This is an optimization exercise on Yosys and OpenROAD, whose aim is small area, a short achievable clock period and few clock cycles per item, not a production implementation.
At most, simulation tests tie the RTL to the original design; equivalence was not proved.

==> flow/design.v (excerpt) <==
module decimal_palindrome_check_unit
#(
	parameter int VALUE_BITS = dpc_pkg::DEF_VALUE_BITS
) (
	input  wire logic                         clk,
	input  wire logic                         arst_n,
	input  wire logic                         in_valid,
	output logic                              in_ready,
	input  wire logic signed [VALUE_BITS-1:0] in_value,
	input  wire logic                         in_is_last,
	output logic                              out_valid,
	input  wire logic                         out_ready,
	output logic signed [VALUE_BITS-1:0]      out_value_echo,
	output logic                              out_is_palindrome,
	output logic                              out_last_out
);
	logic        adv;
	logic        valid_q1;
	logic        last_q1;
	logic [31:0] value_q1;
	logic [39:0] bcd_q1;
	logic [39:0] bcd_nx1;
	logic        valid_q2;
	logic        last_q2;
	logic [31:0] value_q2;
	logic [39:0] bcd_q2;
	logic [39:0] bcd_nx2;
	logic        valid_q3;
	logic        last_q3;
	logic [31:0] value_q3;
	logic [39:0] bcd_q3;
	logic [39:0] bcd_nx3;
	logic        valid_q4;
	logic        last_q4;
	logic [31:0] value_q4;
	logic [39:0] bcd_q4;
	logic [39:0] bcd_nx4;
	logic        valid_q5;
	logic        last_q5;
	logic [31:0] value_q5;
	logic        pal_q5;
	logic [39:0] bcd_fin;
	logic [39:0] bcd_mag;
  ...
make LEC_CHECK=0 ABC_AREA=1 CAP_MARGIN=20 CORE_MARGIN=2 CORE_UTILIZATION=40 SETUP_SLACK_MARGIN=3.3 SLEW_MARGIN=20 finish   # period 6.5 ns
run.sh (not shown) runs the stock make flow with config.mk's settings and CLKGATE_MAP_FILE= SYNTH_SCRIPT=/design/flow/synth_recipe.tcl, a recipe that flattens the netlist after the stock synthesis.
==> next run, changes <==
Settings changed: CORE_UTILIZATION 40 to 60, SETUP_SLACK_MARGIN 3.3 to 3.0.
Result: The changed run went through all stages and came out clean; worst hold slack gets worse by 0.030 ns; die area came out lower by a quarter to a third; clock-buffer cell count came out higher by 5; cell area came out lower by roughly a tenth; utilization came out higher by 16 points; via count came out lower by a few percent.
No run of this note included a check of the RTL's function; only the layout flow was run.

Another version of the RTL of decimal_palindrome_check_unit (not shown whole).
For scale: roughly 2700 cells after synthesis, about 73 I/O pins.
clock: 6.5 ns
lec_check: 0
abc_area: 1
cap_margin: 20
core_margin: 2
core_utilization: 40
setup_slack_margin: 3.0
slew_margin: 20
standard.sh (not shown) runs the stock make flow with config.mk's settings and CLKGATE_MAP_FILE= SYNTH_SCRIPT=/design/flow/synth_recipe.tcl, a recipe that flattens the netlist after the stock synthesis.
==> flow/flow/run.sh <==
#!/bin/bash
# The standard layout, with the port buffers made as sky130_fd_sc_hd__buf_1 cells (the flow's
# timing repair resizes them where needed) instead of the slow delay-buffer cell that
# buffer_ports picks by default. Every port still gets its buffer.
set -euo pipefail
export BUFFER_PORTS_ARGS="-buffer_cell sky130_fd_sc_hd__buf_1"
bash standard.sh > standard_flow.log 2>&1
Testbench counts at the start, summed over its fixed seeds: cycles 12,040, items 12,000.
Rerun with:
==> flow/run.sh (new file) <==
#!/bin/bash
# synth_recipe.tcl (not shown) runs the flow's synth.tcl, then flattens the netlist and writes it again
# the make line also repeats each setting of config.mk as NAME=value (left out here)
make -C /OpenROAD-flow-scripts/flow DESIGN_CONFIG=/design/flow/config.mk WORK_HOME=/design/flow/orfs CLKGATE_MAP_FILE= SYNTH_SCRIPT=/design/flow/synth_recipe.tcl finish
removed: flow/flow/run.sh
removed: flow/standard.sh
After rerunning: The changed run ran to the end with no violations; cell count barely changes; final area goes up by 3.4%; sequential cell count is unchanged; global-route usage barely changes; critical path depth does not change; non-clock buffer count goes up by 3; sequential share of layout area goes down by 1.2 points; area after synthesis is unchanged; routed wire length goes up by 1.2%.

exp/onyx:
The RTL this note starts from:
==> flow/design.v <==
`default_nettype none
package dpc_pkg;
	localparam int DEF_VALUE_BITS = 32;
	function automatic logic [39:0] bcd_mask(input int s);
		case (s)
			0: bcd_mask = 40'h0000000000;
			1: bcd_mask = 40'h0000000001;
			2: bcd_mask = 40'h0000000003;
			3: bcd_mask = 40'h0000000007;
			4: bcd_mask = 40'h000000001f;
			5: bcd_mask = 40'h000000003f;
			6: bcd_mask = 40'h000000007f;
			7: bcd_mask = 40'h00000001ff;
			8: bcd_mask = 40'h00000003ff;
			9: bcd_mask = 40'h00000007ff;
			10: bcd_mask = 40'h0000001fff;
			11: bcd_mask = 40'h0000003fff;
			12: bcd_mask = 40'h0000007fff;
			13: bcd_mask = 40'h000000ffff;
			14: bcd_mask = 40'h000001ffff;
			15: bcd_mask = 40'h000003ffff;
			16: bcd_mask = 40'h000007ffff;
			17: bcd_mask = 40'h00001fffff;
			18: bcd_mask = 40'h00003fffff;
			19: bcd_mask = 40'h00007fffff;
			20: bcd_mask = 40'h0001ffffff;
			21: bcd_mask = 40'h0003ffffff;
			22: bcd_mask = 40'h0007ffffff;
			23: bcd_mask = 40'h000fffffff;
			24: bcd_mask = 40'h001fffffff;
			25: bcd_mask = 40'h003fffffff;
			26: bcd_mask = 40'h007fffffff;
			27: bcd_mask = 40'h01ffffffff;
			28: bcd_mask = 40'h03ffffffff;
			29: bcd_mask = 40'h07ffffffff;
			30: bcd_mask = 40'h1fffffffff;
			31: bcd_mask = 40'h3fffffffff;
			default: bcd_mask = 40'hffffffffff;
		endcase
	endfunction
	function automatic logic [3:0] dd_adjust(input logic [3:0] d);
		dd_adjust[3] = d[3] | (d[2] & (d[1] | d[0]));
		dd_adjust[2] = d[3] ? d[0] : (d[2] & !d[1] & !d[0]);
		dd_adjust[1] = d[3] ? !d[0] : (d[2] ? (d[1] & d[0]) : d[1]);
		dd_adjust[0] = d[3] ? !d[0] : (d[2] ? (d[1] & !d[0]) : d[0]);
	endfunction
endpackage
`default_nettype wire
`default_nettype none
module dpc_dd_stage
#(
	parameter int S0 = 0,
	parameter int NB = 8
) (
	input  wire logic [39:0]   in_bcd,
	input  wire logic [NB-1:0] in_bits,
	output logic      [39:0]   out_bcd
);
	logic [39:0] b;
	always_comb begin
		b = in_bcd & dpc_pkg::bcd_mask(S0);
		for (int s = 0; s < NB; s++) begin
			for (int k = 0; k < 10; k++) begin
				b[k*4 +: 4] = dpc_pkg::dd_adjust(b[k*4 +: 4]);
			end
			b = {b[38:0], in_bits[NB-1-s]} & dpc_pkg::bcd_mask(S0 + s + 1);
		end
		out_bcd = b;
	end
endmodule
`default_nettype wire
`default_nettype none
module dpc_sym_pairs (
	input  wire logic [39:0] in_bcd,
	output logic      [10:2] out_eq,
	output logic      [9:1]  out_nz
);
	logic [4:0] peq [11];
	always_comb begin
		for (int i = 1; i < 10; i++) begin
			out_nz[i] = |in_bcd[i*4 +: 4];
		end
		for (int l = 2; l <= 10; l++) begin
			peq[l] = 5'h1f;
			for (int i = 0; i < l / 2; i++) begin
				peq[l][i] = (in_bcd[i*4 +: 4] == in_bcd[(l-1-i)*4 +: 4]);
			end
			out_eq[l] = &peq[l];
		end
	end
endmodule
module dpc_sym_check (
	input  wire logic [10:2] in_eq,
	input  wire logic [9:1]  in_nz,
	output logic             out_pal
);
	logic [9:0] nz;
	logic [9:0] hi_zero;
	logic [9:0] term;
	always_comb begin
		nz = {in_nz, 1'b0};
		for (int l = 0; l < 10; l++) begin
			hi_zero[l] = ((nz >> (l + 1)) == 10'd0);
		end
		term[0] = hi_zero[0];
		for (int l = 2; l <= 10; l++) begin
			term[l-1] = nz[l-1] & hi_zero[l-1] & in_eq[l];
		end
		out_pal = |term;
	end
endmodule
`default_nettype wire
`default_nettype none
module decimal_palindrome_check_unit
#(
	parameter int VALUE_BITS = dpc_pkg::DEF_VALUE_BITS
) (
	input  wire logic                         clk,
	input  wire logic                         arst_n,
	input  wire logic                         in_valid,
	output logic                              in_ready,
	input  wire logic signed [VALUE_BITS-1:0] in_value,
	input  wire logic                         in_is_last,
	output logic                              out_valid,
	input  wire logic                         out_ready,
	output logic signed [VALUE_BITS-1:0]      out_value_echo,
	output logic                              out_is_palindrome,
	output logic                              out_last_out
);
	logic        adv;
	logic        valid_q1;
	logic        last_q1;
	logic [31:0] value_q1;
	logic [39:0] bcd_q1;
	logic [39:0] bcd_nx1;
	logic        valid_q2;
	logic        last_q2;
	logic [31:0] value_q2;
	logic [39:0] bcd_q2;
	logic [39:0] bcd_nx2;
	logic        valid_q3;
	logic        last_q3;
	logic [31:0] value_q3;
	logic [39:0] bcd_q3;
	logic [39:0] bcd_nx3;
	logic        valid_q4;
	logic        last_q4;
	logic [31:0] value_q4;
	logic [39:0] bcd_q4;
	logic [39:0] bcd_nx4;
	logic        valid_q5;
	logic        last_q5;
	logic [31:0] value_q5;
	logic [10:2] eq_q5;
	logic [9:1]  nz_q5;
	logic        neg9_q5;
	logic [39:0] bcd_fin;
	logic [39:0] bcd_mag;
	logic        pal;
	logic [10:2] eq_nx;
	logic [9:1]  nz_nx;
	logic        neg_end9;
	logic [3:0]  d0;
	logic [3:0]  d0_inc;
	assign adv      = !valid_q5 || out_ready;
	assign in_ready = adv;
	dpc_dd_stage #(.S0(0), .NB(7)) u_dd0 (
		.in_bcd  (40'd0),
		.in_bits (in_value[30:24] ^ {7{in_value[31]}}),
		.out_bcd (bcd_nx1)
	);
	dpc_dd_stage #(.S0(7), .NB(7)) u_dd1 (
		.in_bcd  (bcd_q1),
		.in_bits (value_q1[23:17] ^ {7{value_q1[31]}}),
		.out_bcd (bcd_nx2)
	);
	dpc_dd_stage #(.S0(14), .NB(7)) u_dd2 (
		.in_bcd  (bcd_q2),
		.in_bits (value_q2[16:10] ^ {7{value_q2[31]}}),
		.out_bcd (bcd_nx3)
	);
	dpc_dd_stage #(.S0(21), .NB(7)) u_dd3 (
		.in_bcd  (bcd_q3),
		.in_bits (value_q3[9:3] ^ {7{value_q3[31]}}),
		.out_bcd (bcd_nx4)
	);
	dpc_dd_stage #(.S0(28), .NB(3)) u_dd4 (
		.in_bcd  (bcd_q4),
		.in_bits (value_q4[2:0] ^ {3{value_q4[31]}}),
		.out_bcd (bcd_fin)
	);
	assign d0     = bcd_fin[3:0];
	assign d0_inc = {d0[3] | (d0[2] & d0[1] & d0[0]), d0[2] ^ (d0[1] & d0[0]), d0[1] ^ d0[0], !d0[0]};
	assign bcd_mag = {bcd_fin[39:4], value_q4[31] ? d0_inc : d0};
	assign neg_end9 = value_q4[31] && bcd_fin[3] && bcd_fin[0];
	dpc_sym_pairs u_pairs (
		.in_bcd  (bcd_mag),
		.out_eq  (eq_nx),
		.out_nz  (nz_nx)
	);
	always_ff @(posedge clk or negedge arst_n) begin
		if (!arst_n) begin
			valid_q1 <= 1'b0;
			valid_q2 <= 1'b0;
			valid_q3 <= 1'b0;
			valid_q4 <= 1'b0;
			valid_q5 <= 1'b0;
		end else begin
			if (adv) begin
				valid_q1 <= in_valid;
				valid_q2 <= valid_q1;
				valid_q3 <= valid_q2;
				valid_q4 <= valid_q3;
				valid_q5 <= valid_q4;
			end
		end
	end
	always_ff @(posedge clk) begin
		if (adv && in_valid) begin
			last_q1  <= in_is_last;
			value_q1 <= in_value;
			bcd_q1   <= bcd_nx1;
		end
		if (adv && valid_q1) begin
			last_q2  <= last_q1;
			value_q2 <= value_q1;
			bcd_q2   <= bcd_nx2;
		end
		if (adv && valid_q2) begin
			last_q3  <= last_q2;
			value_q3 <= value_q2;
			bcd_q3   <= bcd_nx3;
		end
		if (adv && valid_q3) begin
			last_q4  <= last_q3;
			value_q4 <= value_q3;
			bcd_q4   <= bcd_nx4;
		end
		if (adv && valid_q4) begin
			last_q5  <= last_q4;
			value_q5 <= value_q4;
			eq_q5    <= eq_nx;
			nz_q5    <= nz_nx;
			neg9_q5  <= neg_end9;
		end
	end
	assign out_valid         = valid_q5;
	assign out_last_out      = last_q5;
	assign out_value_echo    = value_q5;
	dpc_sym_check u_sym (
		.in_eq   (eq_q5),
		.in_nz   (nz_q5),
		.out_pal (pal)
	);
	assign out_is_palindrome = pal && !neg9_q5;
endmodule
`default_nettype wire
export LEC_CHECK = 0
export ABC_AREA = 1
export CAP_MARGIN = 20
export CORE_MARGIN = 2
export CORE_UTILIZATION = 40
export SETUP_SLACK_MARGIN = 3.42
export SLEW_MARGIN = 20
create_clock -name core_clock -period 6.5 [get_ports {clk}]
==> flow/flow/run.sh <==
#!/bin/bash
# The standard layout, with the port buffers made as sky130_fd_sc_hd__buf_1 cells (the flow's
# timing repair resizes them where needed) instead of the slow delay-buffer cell that
# buffer_ports picks by default. Every port still gets its buffer.
set -euo pipefail
export BUFFER_PORTS_ARGS="-buffer_cell sky130_fd_sc_hd__buf_1"
bash standard.sh > standard_flow.log 2>&1
exp/onyx: full flow OK, the timing, design-rule and antenna checks passed
Testbench counts of exp/onyx, summed over its fixed seeds: cycles 12,040, items 12,000.
For exp/quartz, these inputs were changed with respect to exp/onyx:
- SETUP_SLACK_MARGIN: 3.42 -> 3.3
--- outcome ---
Cell count in exp/quartz is about 1% below exp/onyx. Measured against each other, exp/quartz and exp/onyx differ in detailed-routed wire length on met3, the lower figure coming from exp/quartz. Actual transition at the worst max-transition pin delta for exp/quartz relative to exp/onyx: 0.0095 ns higher. The final layout from exp/quartz, which completed every stage, passed the timing, design-rule and antenna checks at the end of the flow. Going from exp/onyx to exp/quartz, final weighted congestion of routability-driven global placement shrank slightly. exp/onyx and exp/quartz ended up with roughly the same post-placement cell area. As far as post-route clock period utilization is concerned, exp/quartz and exp/onyx perform about the same. Between exp/onyx and exp/quartz, count of clock-buffer cells in the layout decreased. In the reports for exp/quartz and exp/onyx, the larger fraction of standard cell area that is sequential belongs to exp/quartz. Against exp/onyx, exp/quartz reports a minimum clock period that is lower.
Modified inputs, exp/delta compared to exp/quartz
- SETUP_SLACK_MARGIN: 3.3 -> 3.38
==> comparison <==
Clock network contribution to total cell area across exp/quartz and exp/delta: no real change. Relative to exp/quartz, the final cell area reported for exp/delta is higher. Wire length of exp/delta is on par with exp/quartz.
Relative to exp/delta, the following input files were edited for exp/violet:
- changing SETUP_SLACK_MARGIN from 3.38 to 3.0
==> comparison <==
- Re first-pass GRT wire length: exp/violet and exp/delta aren't equal, and the higher value belongs to exp/violet.
- For exp/delta, the first element of the critical path was nz_q5[1], unlike exp/violet, where it was out_ready.
- Between exp/violet and exp/delta, non-clock buffer contribution to total cell area is higher for exp/delta, exp/violet comes in under that.
- In terms of worst hold slack after final layout, exp/violet and exp/delta differ only marginally.
- In the tables for exp/violet and exp/delta, utilization reads higher with exp/delta.

## separate check: timing with driven ports
In the flow no input, the clock included, has a driving cell. The finished layouts below were timed again as built, in two steps. Step 1 assumes that a clkbuf_16 drives the clock port and a buf_2 every other input. Step 2 times the ports against the registers' clock, not the clock port: input delays grow and output delays shrink by t, the midpoint of the rising clock arrivals with the driver on. Three values: ideal ports, drivers, drivers and shift; two values: the first two.
run	t, ns	setup WS [ns]	clock arrival spread, ns	slew at the worst register clock pin (ns)	worst slew at a driven data input, ns
the first run of note 1	0.607	3.239 / 3.239 / 3.182	0.019 / 0.019	0.07 / 0.07	0.05
the second run of note 1	0.611	3.070 / 3.047 / 2.792	0.052 / 0.053	0.07 / 0.07	0.06
the first run of note 2	0.601	3.204 / 3.183 / 3.110	0.021 / 0.020	0.07 / 0.07	0.05
the second run of note 2	0.612	3.115 / 3.091 / 2.845	0.022 / 0.022	0.07 / 0.07	0.04
exp/onyx	0.623	3.285 / 3.231 / 3.056	0.017 / 0.017	0.07 / 0.07	0.05
exp/quartz	0.635	3.294 / 3.240 / 2.913	0.010 / 0.009	0.06 / 0.06	0.04
exp/delta	0.631	3.311 / 3.260 / 3.038	0.012 / 0.013	0.06 / 0.06	0.04
exp/violet	0.622	3.206 / 3.172 / 2.859	0.012 / 0.012	0.06 / 0.06	0.05
After both steps every run listed still meets setup and hold. For exp/quartz, which loses most, drivers alone change the setup slack by -0.054 ns; drivers and shift together by -0.381 ns.
